What follows belongs to an exercise in optimizing a design on an open flow for small area, a short achievable clock period and few clock cycles per item; a production flow would make more cautious choices. RTL that was checked went through simulation tests only; none was proved equivalent to the original. Power is estimated from default activity; no workload was simulated.

## preemptive_priority_scheduler
module preemptive_priority_scheduler (
   input  logic                        clock,
   input  logic                        reset,
   input  logic                        req_valid,
   output logic                        req_ready,
   input  logic                        req_opcode,
   input  logic [pps_pkg::SLOTF_W-1:0] req_slot,
   input  logic [pps_pkg::TIME_W-1:0]  req_arrival_time,
   input  logic [pps_pkg::TIME_W-1:0]  req_burst_time,
   input  logic [pps_pkg::PRIO_W-1:0]  req_priority,
   output logic                        rsp_valid,
   input  logic                        rsp_ready,
   output logic                        rsp_ran,
   output logic [pps_pkg::SLOTF_W-1:0] rsp_ran_slot,
   output logic                        rsp_new_slice,
   output logic [pps_pkg::TIME_W-1:0]  rsp_slice_time,
   output logic                        rsp_finished,
   output logic [pps_pkg::TIME_W-1:0]  rsp_completion_time,
   output logic [pps_pkg::TIME_W-1:0]  rsp_turnaround,
   output logic [pps_pkg::TIME_W-1:0]  rsp_waiting,
   output logic [pps_pkg::SUM_W-1:0]   rsp_waiting_sum,
   output logic [pps_pkg::SUM_W-1:0]   rsp_turnaround_sum,
   output logic                        rsp_all_done,
   input  logic                        csr_wr_en,
   input  logic [pps_pkg::FCNT_W-1:0]  csr_wr_data
);
For scale: ~4600 cells after synthesis, about 1300 flip-flops, about 170 I/O pins.
clock: 6.0 ns
lec_check: 0
abc_clock_period_in_ps: 2500
cap_margin: 20
core_margin: 2
core_utilization: 40
setup_slack_margin: 3.5
slew_margin: 20
run.sh (not shown) runs the stock make flow with config.mk's settings and CLKGATE_MAP_FILE= SYNTH_SCRIPT=/design/flow/synth_recipe.tcl, a recipe that flattens the netlist after the stock synthesis.
==> next run, changes <==
ABC_CLOCK_PERIOD_IN_PS = not set   (was 2500)
SETUP_SLACK_MARGIN = not set   (was 3.5)
Result:
- clock skew grows by 7.4 ps
- power falls by 2.2%
- via count is lower by 16%
- global-route usage drops by 5.6 points
- die area is unchanged
- cell area shrinks by 20%
==> next run, changes <==
ABC_CLOCK_PERIOD_IN_PS = 2500   (was not set)
SETUP_SLACK_MARGIN = 3.0   (was not set)
Result: Count of clock-buffer cells in the layout grows by 16; register-to-register slack is better by 1600 ps; clock skew drops by 14 ps; total power increases by 1.2%; first-iteration DRC count climbs by about 12%; global-route usage increases by 1.8 points; worst setup slack is better by 1600 ps; worst hold slack is worse by 3.1 ps.
No functional check of the RTL was part of any run of this note.

---

Another version of the RTL of preemptive_priority_scheduler (not shown whole).
Size in the first run: about 170 I/O pins, roughly 0.062 mm^2 of cells after synthesis.
make LEC_CHECK=0 CAP_MARGIN=20 CORE_MARGIN=2 CORE_UTILIZATION=40 SETUP_SLACK_MARGIN=2.8 SLEW_MARGIN=20 finish   # period 6.0 ns
The first run completed without violations.
==> next run, changes <==
CORE_UTILIZATION = 55   (was 40)
CTS_BUF_LIST = sky130_fd_sc_hd__clkbuf_8   (was unset)
The changed run produced a clean layout; final area decreases by 2.5%; sequential share of layout area increases by 1.4 points; die area decreases by 27%; core utilization increases by 17 points; hold slack stays flat; non-clock buffer count decreases by 12; total power decreases by 6.9%; synthesized area is unchanged; critical path depth increases by 2; register-to-register slack gains 0.07 ns; wire length decreases by 1.4%.
No run of this note included a check of the RTL's function; only the layout flow was run.

---

Another version of the RTL of preemptive_priority_scheduler (not shown whole).
Size in the first run: about 170 I/O pins.
clock: 6.0 ns
lec_check: 0
cap_margin: 20
core_margin: 2
core_utilization: 40
cts_cluster_diameter: 80
cts_cluster_size: 22
setup_slack_margin: 3.0
slew_margin: 20
The starting point completed with no timing, DRC or antenna violations.
Rerun with:
==> flow/flow/run.sh (new file) <==
#!/bin/bash
# Own layout flow: the standard flow (standard synthesis unchanged), with plain
# buf_4 cells as the input and output port buffers instead of the default choice.
# make's full output goes to flow_make.log in the work folder; ORFS keeps each step's
# log under orfs/logs/.
set -euo pipefail
bash standard.sh "BUFFER_PORTS_ARGS=-buffer_cell sky130_fd_sc_hd__buf_4" finish > flow_make.log 2>&1
==> flow/standard.sh (new file) <==
#!/bin/bash
# synth_recipe.tcl (not shown) runs the flow's synth.tcl, then flattens the netlist and writes it again
# the make line also repeats each setting of config.mk as NAME=value (left out here)
make -C /OpenROAD-flow-scripts/flow DESIGN_CONFIG=/design/flow/config.mk WORK_HOME=/design/flow/orfs CLKGATE_MAP_FILE= SYNTH_SCRIPT=/design/flow/synth_recipe.tcl "${@:-finish}"
removed: flow/run.sh
What happened: Sequential share of layout area rose by 1.2 points; routed wire length fell by 5.3%; global-route usage fell by 1.8 points; core utilization fell by 1.1 points; non-clock buffer count fell by 75; worst setup slack gains 69 ps.
No functional check of the RTL was part of any run of this note.

---

Another version of the RTL of preemptive_priority_scheduler (not shown whole).
For scale: about 4500 cells after synthesis, roughly 1400 flip-flops, roughly 170 I/O pins, roughly 61000 um^2 of cells after synthesis.
Settings: LEC_CHECK=0, CAP_MARGIN=20, CORE_MARGIN=2, CORE_UTILIZATION=40, CTS_CLUSTER_DIAMETER=80, CTS_CLUSTER_SIZE=22, SETUP_SLACK_MARGIN=2.9, SLEW_MARGIN=20; clock period 6.0 ns.
standard.sh (not shown) runs the stock make flow with config.mk's settings and CLKGATE_MAP_FILE= SYNTH_SCRIPT=/design/flow/synth_recipe.tcl, a recipe that flattens the netlist after the stock synthesis.
==> flow/flow/run.sh <==
#!/bin/bash
# Own layout flow: the standard flow (standard synthesis unchanged), with plain
# buf_4 cells as the input and output port buffers instead of the default choice.
# make's full output goes to flow_make.log in the work folder; ORFS keeps each step's
# log under orfs/logs/.
set -euo pipefail
bash standard.sh "BUFFER_PORTS_ARGS=-buffer_cell sky130_fd_sc_hd__buf_4" finish > flow_make.log 2>&1
The baseline passed the timing, DRC and antenna checks.
Testbench counts at the start, summed over its fixed seeds: cycles 16,096, items 16,072.
Change:
- SETUP_SLACK_MARGIN: 2.9 -> 3.2
The new run finished with timing, DRC and antenna clean.
Global-route usage went up by 1.7 points.
Clock-buffer cell count went up by 13.
Utilization went up by 3.5 points.
Sequential power is about the same.
Worst hold slack hardly moves.
Total power went down by 0.90%.
Routed wire length went up by 9.8%.
Fmax went down by 1.3%.
Register-to-register slack gets better by 0.03 ns.
Setup slack gets worse by 0.043 ns.

-- port drivers added, routing unchanged --
The results above use ideal ports. As a check the final layouts listed here were re-extracted and re-timed, cells and wires unchanged. Step 1, drivers: a clkbuf_16 drives clock and a buf_2 each remaining input, both assumed. Step 2 also shifts input and output timing later by t, the mid clock arrival at the registers, as if the neighbouring blocks saw the same clock. Three values: ideal ports, drivers, drivers and shift; two values: the first two.
run | shift t [ns] | setup slack, ns | worst register clock-pin slew, ns | cell pins on the clock port's net
the first run of note 1 | 0.876 | 2.042 / 2.042 / 1.819 | 0.07 / 0.07 | 1
the second run of note 1 | 0.873 | 0.751 / 0.751 / 0.625 | 0.07 / 0.07 | 1
the third run of note 1 | 0.863 | 2.354 / 2.354 / 1.778 | 0.07 / 0.07 | 1
the first run of note 2 | 0.875 | 2.730 / 2.730 / 1.896 | 0.07 / 0.07 | 1
the second run of note 2 | 1.010 | 2.774 / 2.741 / 1.731 | 0.07 / 0.07 | 1
the first run of note 3 | 0.798 | 2.645 / 2.645 / 2.043 | 0.10 / 0.10 | 1
the second run of note 3 | 0.800 | 2.714 / 2.714 / 2.103 | 0.10 / 0.10 | 1
the first run of note 4 | 0.817 | 2.749 / 2.666 / 2.063 | 0.10 / 0.10 | 1
the second run of note 4 | 0.805 | 2.706 / 2.716 / 1.911 | 0.10 / 0.10 | 1
After both steps setup and hold are still met in every run listed. For the second run of note 2, which loses most, drivers alone change the setup slack by -0.033 ns; drivers and shift together by -1.043 ns.
